This design comes from an exercise in tuning for small area, a short achievable clock period and few clock cycles per item on the open sky130 flow, not from production work. In this exercise RTL edits were held to simulation tests only and were not proved equivalent to the original. Power is estimated from default activity; no workload was simulated.

==> flow/design.v (excerpt) <==
module add_seq_ctrl
#(
    parameter int unsigned N     = add_seq_pkg::ADDSEQ_N,
    parameter int unsigned WORDS = add_seq_pkg::ADDSEQ_WORDS
) (
    input  logic             clk,
    input  logic             rst,
    input  logic             in_valid,
    output logic             in_ready,
    input  logic [N*WORDS-1:0] a,
    input  logic [N*WORDS-1:0] b,
    input  logic             cin,
    input  logic             sub,
    output logic             out_valid,
    input  logic             out_ready,
    output logic [N*WORDS-1:0] sum,
    output logic             cout
);
    localparam int unsigned W = N * WORDS;
    logic [W-1:0] b_eff;
    logic         c_eff;
    logic [W-1:0] add_sum;
    logic         add_cout;
    assign b_eff = sub ? ~b : b;
    assign c_eff = sub | cin;
    cla #(.N(W)) u_cla (
        .A    (a),
        .B    (b_eff),
        .Cin  (c_eff),
        .Sum  (add_sum),
        .Cout (add_cout)
    );
    logic         out_valid_q;    
    logic         skid_valid_q;   
    logic         in_ready_q;     
    logic [W:0]   res_q;          
    logic [W:0]   skid_q;
    logic accept, load_out;
    assign accept   = in_valid & in_ready_q;
    assign load_out = ~out_valid_q | out_ready;
    always_ff @(posedge clk or posedge rst) begin
        if (rst) begin
            out_valid_q  <= 1'b0;
            skid_valid_q <= 1'b0;
            in_ready_q   <= 1'b1;
        end else begin
            if (load_out) begin
                out_valid_q  <= skid_valid_q | accept;
                skid_valid_q <= 1'b0;
                in_ready_q   <= 1'b1;
            end else if (accept) begin
                skid_valid_q <= 1'b1;
                in_ready_q   <= 1'b0;
            end
        end
  ...
==> flow/config.mk <==
export PLATFORM = sky130hd
export DESIGN_NAME = add_seq_ctrl
export DESIGN_NICKNAME = add_seq_ctrl
export VERILOG_FILES = /design/flow/design.v
export SDC_FILE = /design/flow/constraint.sdc
export NUM_CORES = 4
export LEC_CHECK = 0
export CAP_MARGIN = 20
export CORE_MARGIN = 2
export CORE_UTILIZATION = 40
export SLEW_MARGIN = 20
==> flow/constraint.sdc <==
create_clock -name core_clock -period 28.0 [get_ports {clk}]
set_input_delay 5.6000 -clock core_clock [delete_from_list [all_inputs] [get_ports {clk}]]
set_output_delay 5.6000 -clock core_clock [all_outputs]
set_load 0.01 [all_outputs]
standard.sh (not shown) runs the stock make flow with config.mk's settings and CLKGATE_MAP_FILE= SYNTH_SCRIPT=/design/flow/synth_recipe.tcl, a recipe that flattens the netlist after the stock synthesis.
==> flow/flow/run.sh <==
#!/bin/bash
# The standard layout (standard.sh), with two changes to how it is made:
#  - ports are buffered with sky130_fd_sc_hd__buf_1 instead of the delay buffer
#    buffer_ports picks by default;
#  - timing repair aims for extra setup slack, so the layout runs faster than
#    the 28 ns the constraints require.
# The constraints (constraint.sdc) are the standard flow's, unchanged. Each tool's log is in
# orfs/logs; this script's own output goes to standard.log.
MARGIN=18
bash standard.sh finish \
  "BUFFER_PORTS_ARGS=-buffer_cell sky130_fd_sc_hd__buf_1" \
  SETUP_SLACK_MARGIN=$MARGIN > standard.log 2>&1
Testbench counts at the start, summed over its fixed seeds: cycles 1,288, items 1,280.
Change:
--- a/flow/flow/run.sh
+++ b/flow/flow/run.sh
@@ -8,5 +8,5 @@
 # orfs/logs; this script's own output goes to standard.log.
-MARGIN=18
+MARGIN=19
 bash standard.sh finish \
   "BUFFER_PORTS_ARGS=-buffer_cell sky130_fd_sc_hd__buf_1" \
-  SETUP_SLACK_MARGIN=$MARGIN > standard.log 2>&1
+  SETUP_SLACK_MARGIN=$MARGIN  "ABC_AREA=1" "DONT_USE_CELLS= sky130_fd_sc_hd__probe_p_8 sky130_fd_sc_hd__probec_p_8 sky130_fd_sc_hd__lpflow_bleeder_1 sky130_fd_sc_hd__lpflow_clkbufkapwr_1 sky130_fd_sc_hd__lpflow_clkbufkapwr_16 sky130_fd_sc_hd__lpflow_clkbufkapwr_2 sky130_fd_sc_hd__lpflow_clkbufkapwr_4 sky130_fd_sc_hd__lpflow_clkbufkapwr_8 sky130_fd_sc_hd__lpflow_clkinvkapwr_1 sky130_fd_sc_hd__lpflow_clkinvkapwr_16 sky130_fd_sc_hd__lpflow_clkinvkapwr_2 sky130_fd_sc_hd__lpflow_clkinvkapwr_4 sky130_fd_sc_hd__lpflow_clkinvkapwr_8 sky130_fd_sc_hd__lpflow_decapkapwr_12 sky130_fd_sc_hd__lpflow_decapkapwr_3 sky130_fd_sc_hd__lpflow_decapkapwr_4 sky130_fd_sc_hd__lpflow_decapkapwr_6 sky130_fd_sc_hd__lpflow_decapkapwr_8 sky130_fd_sc_hd__lpflow_inputiso0n_1 sky130_fd_sc_hd__lpflow_inputiso0p_1 sky130_fd_sc_hd__lpflow_inputiso1n_1 sky130_fd_sc_hd__lpflow_inputiso1p_1 sky130_fd_sc_hd__lpflow_inputisolatch_1 sky130_fd_sc_hd__lpflow_isobufsrc_1 sky130_fd_sc_hd__lpflow_isobufsrc_16 sky130_fd_sc_hd__lpflow_isobufsrc_2 sky130_fd_sc_hd__lpflow_isobufsrc_4 sky130_fd_sc_hd__lpflow_isobufsrc_8 sky130_fd_sc_hd__lpflow_isobufsrckapwr_16 sky130_fd_sc_hd__lpflow_lsbuf_lh_hl_isowell_tap_1 sky130_fd_sc_hd__lpflow_lsbuf_lh_hl_isowell_tap_2 sky130_fd_sc_hd__lpflow_lsbuf_lh_hl_isowell_tap_4 sky130_fd_sc_hd__lpflow_lsbuf_lh_isowell_4 sky130_fd_sc_hd__lpflow_lsbuf_lh_isowell_tap_1 sky130_fd_sc_hd__lpflow_lsbuf_lh_isowell_tap_2 sky130_fd_sc_hd__lpflow_lsbuf_lh_isowell_tap_4  sky130_fd_sc_hd__fa_1 sky130_fd_sc_hd__fa_2 sky130_fd_sc_hd__fa_4" "CORE_UTILIZATION=60" "CTS_CLUSTER_SIZE=30" "CTS_CLUSTER_DIAMETER=100" > standard.log 2>&1
Outcome: The changed run produced a clean layout. Count of clock-buffer cells in the layout fell by 53. Die area fell by 35%. Hold slack is better by 0.011 ns. Combinational power rose by about 10%.
Change:
==> flow/flow/run.sh (replaced) <==
#!/bin/bash
# The standard layout (standard.sh), with two changes to how it is made:
#  - ports are buffered with sky130_fd_sc_hd__buf_1 instead of the delay buffer
#    buffer_ports picks by default;
#  - timing repair aims for extra setup slack, so the layout runs faster than
#    the 28 ns the constraints require.
# The constraints (constraint.sdc) are the standard flow's, unchanged. Each tool's log is in
# orfs/logs; this script's own output goes to standard.log.
MARGIN=19
bash standard.sh finish \
  "BUFFER_PORTS_ARGS=-buffer_cell sky130_fd_sc_hd__buf_1" \
  SETUP_SLACK_MARGIN=$MARGIN  "CORE_UTILIZATION=60" "CTS_BUF_LIST=sky130_fd_sc_hd__clkbuf_4 sky130_fd_sc_hd__clkbuf_8" > standard.log 2>&1
Effect: The new run finished with timing, DRC and antenna clean. Worst setup slack gets worse by 0.47 ns. Cell count rises by 2.2%. Die area goes up by about 3%. Area after synthesis goes up by about 3%. Clock-buffer cell count rises by 96. Non-clock buffer count climbs by 157. Worst hold slack gets worse by 0.013 ns. Global-route usage is higher by 3.4 points. Routed wire length goes up by about 11%.
Change:
--- a/flow/flow/run.sh
+++ b/flow/flow/run.sh
@@ -8,5 +8,5 @@
 # orfs/logs; this script's own output goes to standard.log.
-MARGIN=19
+MARGIN=19.5
 bash standard.sh finish \
   "BUFFER_PORTS_ARGS=-buffer_cell sky130_fd_sc_hd__buf_1" \
-  SETUP_SLACK_MARGIN=$MARGIN  "CORE_UTILIZATION=60" "CTS_BUF_LIST=sky130_fd_sc_hd__clkbuf_4 sky130_fd_sc_hd__clkbuf_8" > standard.log 2>&1
+  SETUP_SLACK_MARGIN=$MARGIN  "ABC_AREA=1" "ADDER_MAP_FILE=" > standard.log 2>&1
Non-clock buffer count went down by 66.
Setup slack improves by 0.68 ns.
Fmax went up by 7.7%.
First-iteration DRC count went down by 9.1%.
Routed wire length went up by 1.1%.
Sequential cell count is unchanged.
Cell count went up by 35%.
Total power went down by 5.4%.
Synthesized area went up by 2.5%.
Sequential share of layout area went down by 0.13 points.
Via count went up by 16%.

Starting RTL as in the previous note.
## add_seq_ctrl
module add_seq_ctrl
#(
    parameter int unsigned N     = add_seq_pkg::ADDSEQ_N,
    parameter int unsigned WORDS = add_seq_pkg::ADDSEQ_WORDS
) (
    input  logic             clk,
    input  logic             rst,
    input  logic             in_valid,
    output logic             in_ready,
    input  logic [N*WORDS-1:0] a,
    input  logic [N*WORDS-1:0] b,
    input  logic             cin,
    input  logic             sub,
    output logic             out_valid,
    input  logic             out_ready,
    output logic [N*WORDS-1:0] sum,
    output logic             cout
);
    localparam int unsigned W = N * WORDS;
    logic [W-1:0] b_eff;
    logic         c_eff;
    logic [W-1:0] add_sum;
    logic         add_cout;
    assign b_eff = sub ? ~b : b;
    assign c_eff = sub | cin;
    cla #(.N(W)) u_cla (
        .A    (a),
        .B    (b_eff),
        .Cin  (c_eff),
        .Sum  (add_sum),
        .Cout (add_cout)
    );
  ...
Settings: LEC_CHECK=0, CAP_MARGIN=20, CORE_MARGIN=2, CORE_UTILIZATION=40, SLEW_MARGIN=20; clock period 28.0 ns.
==> flow/flow/run.sh <==
#!/bin/bash
# The standard layout (standard.sh), with two changes to how it is made:
#  - ports are buffered with sky130_fd_sc_hd__buf_1 instead of the delay buffer
#    buffer_ports picks by default;
#  - timing repair aims for extra setup slack, so the layout runs faster than
#    the 28 ns the constraints require.
# The constraints (constraint.sdc) are the standard flow's, unchanged. Each tool's log is in
# orfs/logs; this script's own output goes to standard.log.
MARGIN=20
bash standard.sh finish \
  "BUFFER_PORTS_ARGS=-buffer_cell sky130_fd_sc_hd__buf_1" \
  SETUP_SLACK_MARGIN=$MARGIN  > standard.log 2>&1
Testbench counts at the start, summed over its fixed seeds: cycles 1,288, items 1,280.
Rerun with:
==> flow/flow/run.sh (replaced) <==
#!/bin/bash
# Standard layout, unchanged; logs kept beside it.
bash standard.sh > standard.log 2>&1
The changed run finished clean.
Worst setup slack got worse by 2.0 ns.
Total power increases by a few percent.
Final cell count went down by a few percent.
Worst hold slack gains 0.017 ns.
Design area is higher by a few percent.
Rerun with:
==> flow/flow/run.sh (replaced) <==
#!/bin/bash
# The standard layout (standard.sh), with two changes to how it is made:
#  - ports are buffered with sky130_fd_sc_hd__buf_1 instead of the delay buffer
#    buffer_ports picks by default;
#  - timing repair aims for extra setup slack, so the layout runs faster than
#    the 28 ns the constraints require.
# The constraints (constraint.sdc) are the standard flow's, unchanged. Each tool's log is in
# orfs/logs; this script's own output goes to standard.log.
MARGIN=19
bash standard.sh finish \
  "BUFFER_PORTS_ARGS=-buffer_cell sky130_fd_sc_hd__buf_1" \
  SETUP_SLACK_MARGIN=$MARGIN  "ABC_AREA=1" "DONT_USE_CELLS= sky130_fd_sc_hd__probe_p_8 sky130_fd_sc_hd__probec_p_8 sky130_fd_sc_hd__lpflow_bleeder_1 sky130_fd_sc_hd__lpflow_clkbufkapwr_1 sky130_fd_sc_hd__lpflow_clkbufkapwr_16 sky130_fd_sc_hd__lpflow_clkbufkapwr_2 sky130_fd_sc_hd__lpflow_clkbufkapwr_4 sky130_fd_sc_hd__lpflow_clkbufkapwr_8 sky130_fd_sc_hd__lpflow_clkinvkapwr_1 sky130_fd_sc_hd__lpflow_clkinvkapwr_16 sky130_fd_sc_hd__lpflow_clkinvkapwr_2 sky130_fd_sc_hd__lpflow_clkinvkapwr_4 sky130_fd_sc_hd__lpflow_clkinvkapwr_8 sky130_fd_sc_hd__lpflow_decapkapwr_12 sky130_fd_sc_hd__lpflow_decapkapwr_3 sky130_fd_sc_hd__lpflow_decapkapwr_4 sky130_fd_sc_hd__lpflow_decapkapwr_6 sky130_fd_sc_hd__lpflow_decapkapwr_8 sky130_fd_sc_hd__lpflow_inputiso0n_1 sky130_fd_sc_hd__lpflow_inputiso0p_1 sky130_fd_sc_hd__lpflow_inputiso1n_1 sky130_fd_sc_hd__lpflow_inputiso1p_1 sky130_fd_sc_hd__lpflow_inputisolatch_1 sky130_fd_sc_hd__lpflow_isobufsrc_1 sky130_fd_sc_hd__lpflow_isobufsrc_16 sky130_fd_sc_hd__lpflow_isobufsrc_2 sky130_fd_sc_hd__lpflow_isobufsrc_4 sky130_fd_sc_hd__lpflow_isobufsrc_8 sky130_fd_sc_hd__lpflow_isobufsrckapwr_16 sky130_fd_sc_hd__lpflow_lsbuf_lh_hl_isowell_tap_1 sky130_fd_sc_hd__lpflow_lsbuf_lh_hl_isowell_tap_2 sky130_fd_sc_hd__lpflow_lsbuf_lh_hl_isowell_tap_4 sky130_fd_sc_hd__lpflow_lsbuf_lh_isowell_4 sky130_fd_sc_hd__lpflow_lsbuf_lh_isowell_tap_1 sky130_fd_sc_hd__lpflow_lsbuf_lh_isowell_tap_2 sky130_fd_sc_hd__lpflow_lsbuf_lh_isowell_tap_4  sky130_fd_sc_hd__fa_1 sky130_fd_sc_hd__fa_2 sky130_fd_sc_hd__fa_4" "CORE_UTILIZATION=60" "CTS_CLUSTER_SIZE=24" "CTS_CLUSTER_DIAMETER=90" > standard.log 2>&1
- The changed run passed the timing, DRC and antenna checks
- core utilization rises by 17 points
- sequential share of layout area increases by 5.7 points
- critical path depth came out higher by 14

## separate check: timing with driven ports
The flow's constraints put no driver on any port. The routed layouts listed below were extracted and timed again, unchanged, in two steps. Step 1 sets driving cells, clkbuf_16 on the clock port and buf_2 on the other inputs (assumed; they add their load-dependent delay and slew). Step 2 adds t to the input delays and takes it off the output delays; t is the mean of the earliest and latest rising clock arrival at the registers after step 1. Input paths then give back, and output paths get back, about the clock's delay inside the block. Slacks: ideal / step 1 / step 2; pairs: ideal / step 1.
run | shift t [ns] | slack for setup (ns) | hold WS [ns]
the first run of note 1 | 0.667 | 18.172 / 18.090 / 17.422 | 0.448 / 0.448 / 0.448
the second run of note 1 | 0.631 | 19.006 / 18.927 / 18.296 | 0.459 / 0.459 / 0.459
the third run of note 1 | 0.748 | 18.534 / 18.314 / 17.566 | 0.445 / 0.445 / 0.445
the fourth run of note 1 | 0.669 | 19.214 / 19.117 / 18.447 | 0.441 / 0.441 / 0.441
the first run of note 2 | 0.669 | 18.324 / 18.282 / 17.614 | 0.442 / 0.442 / 0.442
the second run of note 2 | 0.677 | 16.345 / 16.357 / 15.680 | 0.459 / 0.459 / 0.459
the third run of note 2 | 0.661 | 18.994 / 18.921 / 18.260 | 0.449 / 0.449 / 0.449
After both steps every run listed still meets setup and hold. For the third run of note 1, which loses most, drivers alone change the setup slack by -0.220 ns; drivers and shift together by -0.968 ns.
